This design comes from an exercise in tuning for small area, a short achievable clock period and few clock cycles per item on the open sky130 flow, not from production work.
Function was checked by simulation only, so behaviour that the tests miss may differ from the original.
Power figures rest on the tool's default switching activity, not on a simulated workload.

==> run X <==
Design page_frame_replacement_top, start of the top module:
module page_frame_replacement_top #(
  parameter int NUM_FRAMES  = pfr_pkg::NUM_FRAMES_DEF,
  parameter int STAMP_WIDTH = pfr_pkg::STAMP_WIDTH_DEF
) (
  input  logic          clk,
  input  logic          rst,
  input  logic          start,
  output logic          busy,
  input  pfr_pkg::cmd_t cmd,
  output logic          done,
  output pfr_pkg::rsp_t rsp,
  input  logic          cfg_valid,
  output logic          cfg_ready,
  input  logic          cfg_data
);
clock: 5.0 ns
lec_check: 0
cap_margin: 20
core_margin: 2
core_utilization: 40
cts_buf_list: sky130_fd_sc_hd__clkbuf_4 sky130_fd_sc_hd__clkbuf_8
setup_slack_margin: 1.8
slew_margin: 20
tns_end_percent: 10
run.sh (not shown) runs the stock make flow with config.mk's settings and CLKGATE_MAP_FILE= SYNTH_SCRIPT=/design/flow/synth_recipe.tcl, a recipe that flattens the netlist after the stock synthesis.
==> inputs of run P, as changes to run X <==
==> flow/design.v (replaced) <==
package pfr_pkg;
  localparam int NUM_FRAMES_DEF  = 16;
  localparam int STAMP_WIDTH_DEF = 32;
  localparam logic [1:0] OP_ALLOC   = 2'd0;
  localparam logic [1:0] OP_TOUCH   = 2'd1;
  localparam logic [1:0] OP_RELEASE = 2'd2;
  localparam logic [2:0] ST_FREE    = 3'd0;
  localparam logic [2:0] ST_EVICT   = 3'd1;
  localparam logic [2:0] ST_TOUCH   = 3'd2;
  localparam logic [2:0] ST_RELEASE = 3'd3;
  localparam logic [2:0] ST_REJECT  = 3'd4;
  typedef struct packed {
    logic [1:0] opcode;
    logic [3:0] frame_index;
    logic       is_write;
  } cmd_t;
  typedef struct packed {
    logic [3:0] result_frame;
    logic [2:0] status;
    logic       victim_dirty;
  } rsp_t;
endpackage
module page_frame_replacement_top #(
  parameter int NUM_FRAMES  = pfr_pkg::NUM_FRAMES_DEF,
  parameter int STAMP_WIDTH = pfr_pkg::STAMP_WIDTH_DEF
) (
  input  logic          clk,
  input  logic          rst,
  input  logic          start,
  output logic          busy,
  input  pfr_pkg::cmd_t cmd,
  output logic          done,
  output pfr_pkg::rsp_t rsp,
  input  logic          cfg_valid,
  output logic          cfg_ready,
  input  logic          cfg_data
);
  localparam int NF = 16;
  localparam logic [1:0] M_PASS0 = 2'd0;   
  localparam logic [1:0] M_PASS1 = 2'd1;   
  localparam logic [1:0] M_PASS2 = 2'd2;   
  localparam logic [1:0] M_PASS3 = 2'd3;   
  logic [NF-1:0] occ_bits;
  logic [NF-1:0] use_bits;
  logic [NF-1:0] dirty_bits;
  logic [3:0]    hand;
  logic          policy;
  logic [NF-1:0][NF-1:0] age;   
  logic [1:0]    mode;          
  logic          pend;          
  logic          acc;
  logic          req_alloc, is_touch, is_rel;
  logic          clk_ev, any_a, defer, do_alloc;
  logic [NF-1:0] idx_oh;
  logic          idx_occ;
  logic          all_occ;
  logic [NF-1:0] free_oh;
  logic [NF-1:0] lru_oh;
  logic [NF-1:0] clk_oh;
  logic [NF-1:0] vic_oh;
  logic [3:0]    vic_idx;
  logic [3:0]    hand_next;
  logic [NF-1:0] hmask;       
  logic [NF-1:0] cand, cand_hi;
  logic [31:0]   dbl, dbl_seen;   
  logic [NF-1:0] clr_use;
  logic [NF-1:0] grant, tch, rel, stamp;
  assign pend      = (mode != M_PASS0);
  assign busy      = pend;
  assign cfg_ready = 1'b1;
  always_comb begin
    acc       = start && !pend;
    req_alloc = acc && (cmd.opcode == pfr_pkg::OP_ALLOC);
    is_touch  = acc && (cmd.opcode == pfr_pkg::OP_TOUCH);
    is_rel    = acc && (cmd.opcode == pfr_pkg::OP_RELEASE);
    idx_oh    = NF'(1) << cmd.frame_index;
    idx_occ   = occ_bits[cmd.frame_index];
    all_occ = &occ_bits;
    clk_ev  = all_occ && !policy;
    any_a   = |(~use_bits & ~dirty_bits);
    defer   = req_alloc && clk_ev && !any_a;
    do_alloc = (req_alloc && !defer) || pend;
    for (int i = 0; i < NF; i++) begin
      free_oh[i] = !occ_bits[i];
      for (int k = 0; k < i; k++) begin
        if (!occ_bits[k]) free_oh[i] = 1'b0;
      end
    end
    for (int i = 0; i < NF; i++) begin
      lru_oh[i] = 1'b1;
      for (int j = 0; j < NF; j++) begin
        if (j < i) lru_oh[i] = lru_oh[i] & !age[j][i];
        if (j > i) lru_oh[i] = lru_oh[i] & age[i][j];
      end
    end
    for (int i = 0; i < NF; i++) hmask[i] = (4'(i) >= hand);
    unique case (mode)
      M_PASS0: cand = ~use_bits & ~dirty_bits;
      M_PASS1: cand = ~use_bits;
      M_PASS2: cand = ~dirty_bits;
      default: cand = '1;
    endcase
    cand_hi = cand & hmask;
    dbl     = {cand, cand_hi};
    for (int i = 0; i < 32; i++) begin
      dbl_seen[i] = 1'b0;
      for (int k = 0; k <= i; k++) begin
        if (dbl[k]) dbl_seen[i] = 1'b1;
      end
    end
    clk_oh = (cand_hi & ~{dbl_seen[14:0], 1'b0}) | (cand & ~dbl_seen[30:15]);
    hand_next = '0;
    for (int i = 0; i < NF; i++) begin
      if (clk_oh[i]) hand_next = hand_next | 4'(i + 1);
    end
    if (!all_occ)    vic_oh = free_oh;
    else if (policy) vic_oh = lru_oh;
    else             vic_oh = clk_oh;
    vic_idx = '0;
    for (int i = 0; i < NF; i++) begin
      if (vic_oh[i]) vic_idx = vic_idx | 4'(i);
    end
    unique case (mode)
      M_PASS0: clr_use = '0;
      M_PASS1: clr_use = (hmask & ~dbl_seen[15:0]) | ~dbl_seen[31:16];
      default: clr_use = '1;
    endcase
    grant = do_alloc ? vic_oh : '0;
    tch   = is_touch ? (idx_oh & occ_bits) : '0;
    rel   = is_rel ? (idx_oh & occ_bits) : '0;
    stamp = grant | tch;
  end
  always_ff @(posedge clk) begin
    if (rst) begin
      occ_bits <= '0;
      hand     <= '0;
      policy   <= 1'b0;
      done     <= 1'b0;
      mode     <= M_PASS0;
    end else begin
      done <= (acc && !defer) || pend;
      if (defer) begin
        if (|(~use_bits))        mode <= M_PASS1;
        else if (|(~dirty_bits)) mode <= M_PASS2;
        else                     mode <= M_PASS3;
      end else begin
        mode <= M_PASS0;
      end
      if (cfg_valid) policy <= cfg_data;
      occ_bits <= grant | (occ_bits & ~rel);
      if (do_alloc && clk_ev) hand <= hand_next;
    end
  end
  always_ff @(posedge clk) begin
    use_bits   <= grant | tch | (use_bits & ~clr_use);
    dirty_bits <= (cmd.is_write ? tch : '0) | (dirty_bits & ~grant);
  end
  always_ff @(posedge clk) begin
    rsp.result_frame <= do_alloc ? vic_idx : cmd.frame_index;
    rsp.victim_dirty <= do_alloc && all_occ && |(vic_oh & dirty_bits);
    if (do_alloc)                 rsp.status <= all_occ ? pfr_pkg::ST_EVICT : pfr_pkg::ST_FREE;
    else if (is_touch && idx_occ) rsp.status <= pfr_pkg::ST_TOUCH;
    else if (is_rel && idx_occ)   rsp.status <= pfr_pkg::ST_RELEASE;
    else                          rsp.status <= pfr_pkg::ST_REJECT;
  end
  always_ff @(posedge clk) begin
    for (int i = 0; i < NF; i++) begin
      for (int j = i + 1; j < NF; j++) begin
        if (stamp[i])      age[i][j] <= 1'b0;
        else if (stamp[j]) age[i][j] <= 1'b1;
      end
    end
  end
endmodule
- CTS_BUF_LIST: sky130_fd_sc_hd__clkbuf_4 sky130_fd_sc_hd__clkbuf_8 -> not set
- SETUP_SLACK_MARGIN: 1.8 -> not set
- TNS_END_PERCENT: 10 -> not set
==> inputs of run Y, as changes to run X <==
==> flow/design.v (replaced) <==
package pfr_pkg;
  localparam int NUM_FRAMES_DEF  = 16;
  localparam int STAMP_WIDTH_DEF = 32;
  localparam logic [1:0] OP_ALLOC   = 2'd0;
  localparam logic [1:0] OP_TOUCH   = 2'd1;
  localparam logic [1:0] OP_RELEASE = 2'd2;
  localparam logic [2:0] ST_FREE    = 3'd0;
  localparam logic [2:0] ST_EVICT   = 3'd1;
  localparam logic [2:0] ST_TOUCH   = 3'd2;
  localparam logic [2:0] ST_RELEASE = 3'd3;
  localparam logic [2:0] ST_REJECT  = 3'd4;
  typedef struct packed {
    logic [1:0] opcode;
    logic [3:0] frame_index;
    logic       is_write;
  } cmd_t;
  typedef struct packed {
    logic [3:0] result_frame;
    logic [2:0] status;
    logic       victim_dirty;
  } rsp_t;
endpackage
module page_frame_replacement_top #(
  parameter int NUM_FRAMES  = pfr_pkg::NUM_FRAMES_DEF,
  parameter int STAMP_WIDTH = pfr_pkg::STAMP_WIDTH_DEF
) (
  input  logic          clk,
  input  logic          rst,
  input  logic          start,
  output logic          busy,
  input  pfr_pkg::cmd_t cmd,
  output logic          done,
  output pfr_pkg::rsp_t rsp,
  input  logic          cfg_valid,
  output logic          cfg_ready,
  input  logic          cfg_data
);
  localparam int NF = 16;
  localparam logic [1:0] M_PASS0 = 2'd0;   
  localparam logic [1:0] M_PASS1 = 2'd1;   
  localparam logic [1:0] M_PASS2 = 2'd2;   
  localparam logic [1:0] M_PASS3 = 2'd3;   
  logic [NF-1:0] occ_bits;
  logic [NF-1:0] use_bits;
  logic [NF-1:0] dirty_bits;
  logic [3:0]    hand;
  logic          policy;
  logic [NF-1:0][NF-1:0] age;   
  logic [1:0]    mode;          
  logic          pend;          
  logic          acc;
  logic          req_alloc, is_touch, is_rel;
  logic          clk_ev, any_a, defer, do_alloc;
  logic [NF-1:0] idx_oh;
  logic          idx_occ;
  logic          all_occ;
  logic [NF-1:0] free_oh;
  logic [NF-1:0] lru_oh;
  logic [NF-1:0] clk_oh;
  logic [NF-1:0] vic_oh;
  logic [3:0]    vic_idx;
  logic [3:0]    hand_next;
  logic [NF-1:0] hmask;       
  logic [NF-1:0] cand, cand_hi;
  logic [31:0]   dbl, dbl_seen;   
  logic [NF-1:0] clr_use;
  logic [NF-1:0] grant, tch, rel, stamp;
  assign pend      = (mode != M_PASS0);
  assign busy      = pend;
  assign cfg_ready = 1'b1;
  always_comb begin
    acc       = start && !pend;
    req_alloc = acc && (cmd.opcode == pfr_pkg::OP_ALLOC);
    is_touch  = acc && (cmd.opcode == pfr_pkg::OP_TOUCH);
    is_rel    = acc && (cmd.opcode == pfr_pkg::OP_RELEASE);
    idx_oh    = NF'(1) << cmd.frame_index;
    idx_occ   = occ_bits[cmd.frame_index];
    all_occ = &occ_bits;
    clk_ev  = all_occ && !policy;
    any_a   = |(~use_bits & ~dirty_bits);
    defer   = req_alloc && clk_ev && !any_a;
    do_alloc = (req_alloc && !defer) || pend;
    for (int i = 0; i < NF; i++) begin
      free_oh[i] = !occ_bits[i];
      for (int k = 0; k < i; k++) begin
        if (!occ_bits[k]) free_oh[i] = 1'b0;
      end
    end
    for (int i = 0; i < NF; i++) begin
      lru_oh[i] = 1'b1;
      for (int j = 0; j < NF; j++) begin
        if (j < i) lru_oh[i] = lru_oh[i] & !age[j][i];
        if (j > i) lru_oh[i] = lru_oh[i] & age[i][j];
      end
    end
    for (int i = 0; i < NF; i++) hmask[i] = (4'(i) >= hand);
    unique case (mode)
      M_PASS0: cand = ~use_bits & ~dirty_bits;
      M_PASS1: cand = ~use_bits;
      M_PASS2: cand = ~dirty_bits;
      default: cand = '1;
    endcase
    cand_hi = cand & hmask;
    dbl     = {cand, cand_hi};
    for (int i = 0; i < 32; i++) begin
      dbl_seen[i] = 1'b0;
      for (int k = 0; k <= i; k++) begin
        if (dbl[k]) dbl_seen[i] = 1'b1;
      end
    end
    clk_oh = (cand_hi & ~{dbl_seen[14:0], 1'b0}) | (cand & ~dbl_seen[30:15]);
    hand_next = '0;
    for (int i = 0; i < NF; i++) begin
      if (clk_oh[i]) hand_next = hand_next | 4'(i + 1);
    end
    if (!all_occ)    vic_oh = free_oh;
    else if (policy) vic_oh = lru_oh;
    else             vic_oh = clk_oh;
    vic_idx = '0;
    for (int i = 0; i < NF; i++) begin
      if (vic_oh[i]) vic_idx = vic_idx | 4'(i);
    end
    unique case (mode)
      M_PASS0: clr_use = '0;
      M_PASS1: clr_use = (hmask & ~dbl_seen[15:0]) | ~dbl_seen[31:16];
      default: clr_use = '1;
    endcase
    grant = do_alloc ? vic_oh : '0;
    tch   = is_touch ? (idx_oh & occ_bits) : '0;
    rel   = is_rel ? (idx_oh & occ_bits) : '0;
    stamp = grant | tch;
  end
  always_ff @(posedge clk) begin
    if (rst) begin
      occ_bits <= '0;
      hand     <= '0;
      policy   <= 1'b0;
      done     <= 1'b0;
      mode     <= M_PASS0;
    end else begin
      done <= (acc && !defer) || pend;
      if (defer) begin
        if (|(~use_bits))        mode <= M_PASS1;
        else if (|(~dirty_bits)) mode <= M_PASS2;
        else                     mode <= M_PASS3;
      end else begin
        mode <= M_PASS0;
      end
      if (cfg_valid) policy <= cfg_data;
      occ_bits <= grant | (occ_bits & ~rel);
      if (do_alloc && clk_ev) hand <= hand_next;
    end
  end
  always_ff @(posedge clk) begin
    use_bits   <= grant | tch | (use_bits & ~clr_use);
    dirty_bits <= (cmd.is_write ? tch : '0) | (dirty_bits & ~grant);
  end
  always_ff @(posedge clk) begin
    rsp.result_frame <= do_alloc ? vic_idx : cmd.frame_index;
    rsp.victim_dirty <= do_alloc && all_occ && |(vic_oh & dirty_bits);
    if (do_alloc)                 rsp.status <= all_occ ? pfr_pkg::ST_EVICT : pfr_pkg::ST_FREE;
    else if (is_touch && idx_occ) rsp.status <= pfr_pkg::ST_TOUCH;
    else if (is_rel && idx_occ)   rsp.status <= pfr_pkg::ST_RELEASE;
    else                          rsp.status <= pfr_pkg::ST_REJECT;
  end
  always_ff @(posedge clk) begin
    for (int i = 0; i < NF; i++) begin
      for (int j = i + 1; j < NF; j++) begin
        if (stamp[i])      age[i][j] <= 1'b0;
        else if (stamp[j]) age[i][j] <= 1'b1;
      end
    end
  end
endmodule
- CTS_BUF_LIST: sky130_fd_sc_hd__clkbuf_4 sky130_fd_sc_hd__clkbuf_8 -> not set
- SETUP_SLACK_MARGIN: 1.8 -> 1.5
- TNS_END_PERCENT: 10 -> not set
==> run summary <==
metric                                                            run Y          run X       run P
Synthesized-area fraction occupied by and/or/nand/nor cells       0.262          0.276       0.262
Grt met3 use                                                     0.0571         0.0492      0.0624
Switching power share of the total                                0.260          0.272       0.257
Logic depth of the worst register-to-register path                   10              8          10
Worst voltage drop across the vdd grid                           186 uV         160 uV      184 uV
Result of the run                      no timing/DRC/antenna violations  no timing/DRC/antenna violations  no timing/DRC/antenna violations
Post-synthesis sequential element count                             184            129         184
Reg-to-reg critical path startpoint                             mode[0]  dirty_bits[7]     mode[0]
Register share of the cell area                                   0.349          0.288       0.357
Seq power                                                       1.50 mW        1.07 mW     1.50 mW
Final design utilization                                          0.468          0.460       0.457
Reg2reg end                                                     age[91]   use_bits[10]     age[90]
Cell-internal power                                             2.25 mW        1.61 mW     2.25 mW
Crit path max-delay cell type                                   o22ai_2        o21ai_1     o22ai_1
Count of multi-input gates                                          827            798         827
Routed wire length                                             37500 um       27700 um    37300 um
Count of distinct cell types in the synthesized netlist              89             84          89
Clock tree root driver cell                                   clkbuf_16       clkbuf_8   clkbuf_16
Initial Util                                                      0.406          0.410       0.406
Cts repair resizes                                                   14              2           0
CTS sink count                                                      184            129         184
Testbench counts of run X, summed over its fixed seeds: cycles 6,620, requests 6,400.
Testbench counts of run P, summed over its fixed seeds: cycles 6,620, requests 6,400.
Testbench counts of run Y, summed over its fixed seeds: cycles 6,620, requests 6,400.

[what the ideal ports hide]
No port has a modelled driver above. Below, the same layouts with a new extraction and two added sets of constraints.
Step 1 assumes that a clkbuf_16 drives the clock port and a buf_2 every other input.
Step 2 times the ports against the registers' clock, not the clock port: input delays grow and output delays shrink by t, the midpoint of the rising clock arrivals with the driver on.
a / b / c = ideal ports / drivers / drivers and shift; a / b = the first two.
run | t (ns) | setup slack, ns | pins driven straight from the clock port
run X | 0.495 | 1.787 / 1.787 / 1.319 | 1
run P | 0.491 | 0.965 / 0.965 / 0.846 | 1
run Y | 0.490 | 1.576 / 1.576 / 1.363 | 1
After both steps every run listed still meets setup and hold. The setup slack of run X, which loses most, moves by 0.000 ns with the drivers and by -0.468 ns with both steps.
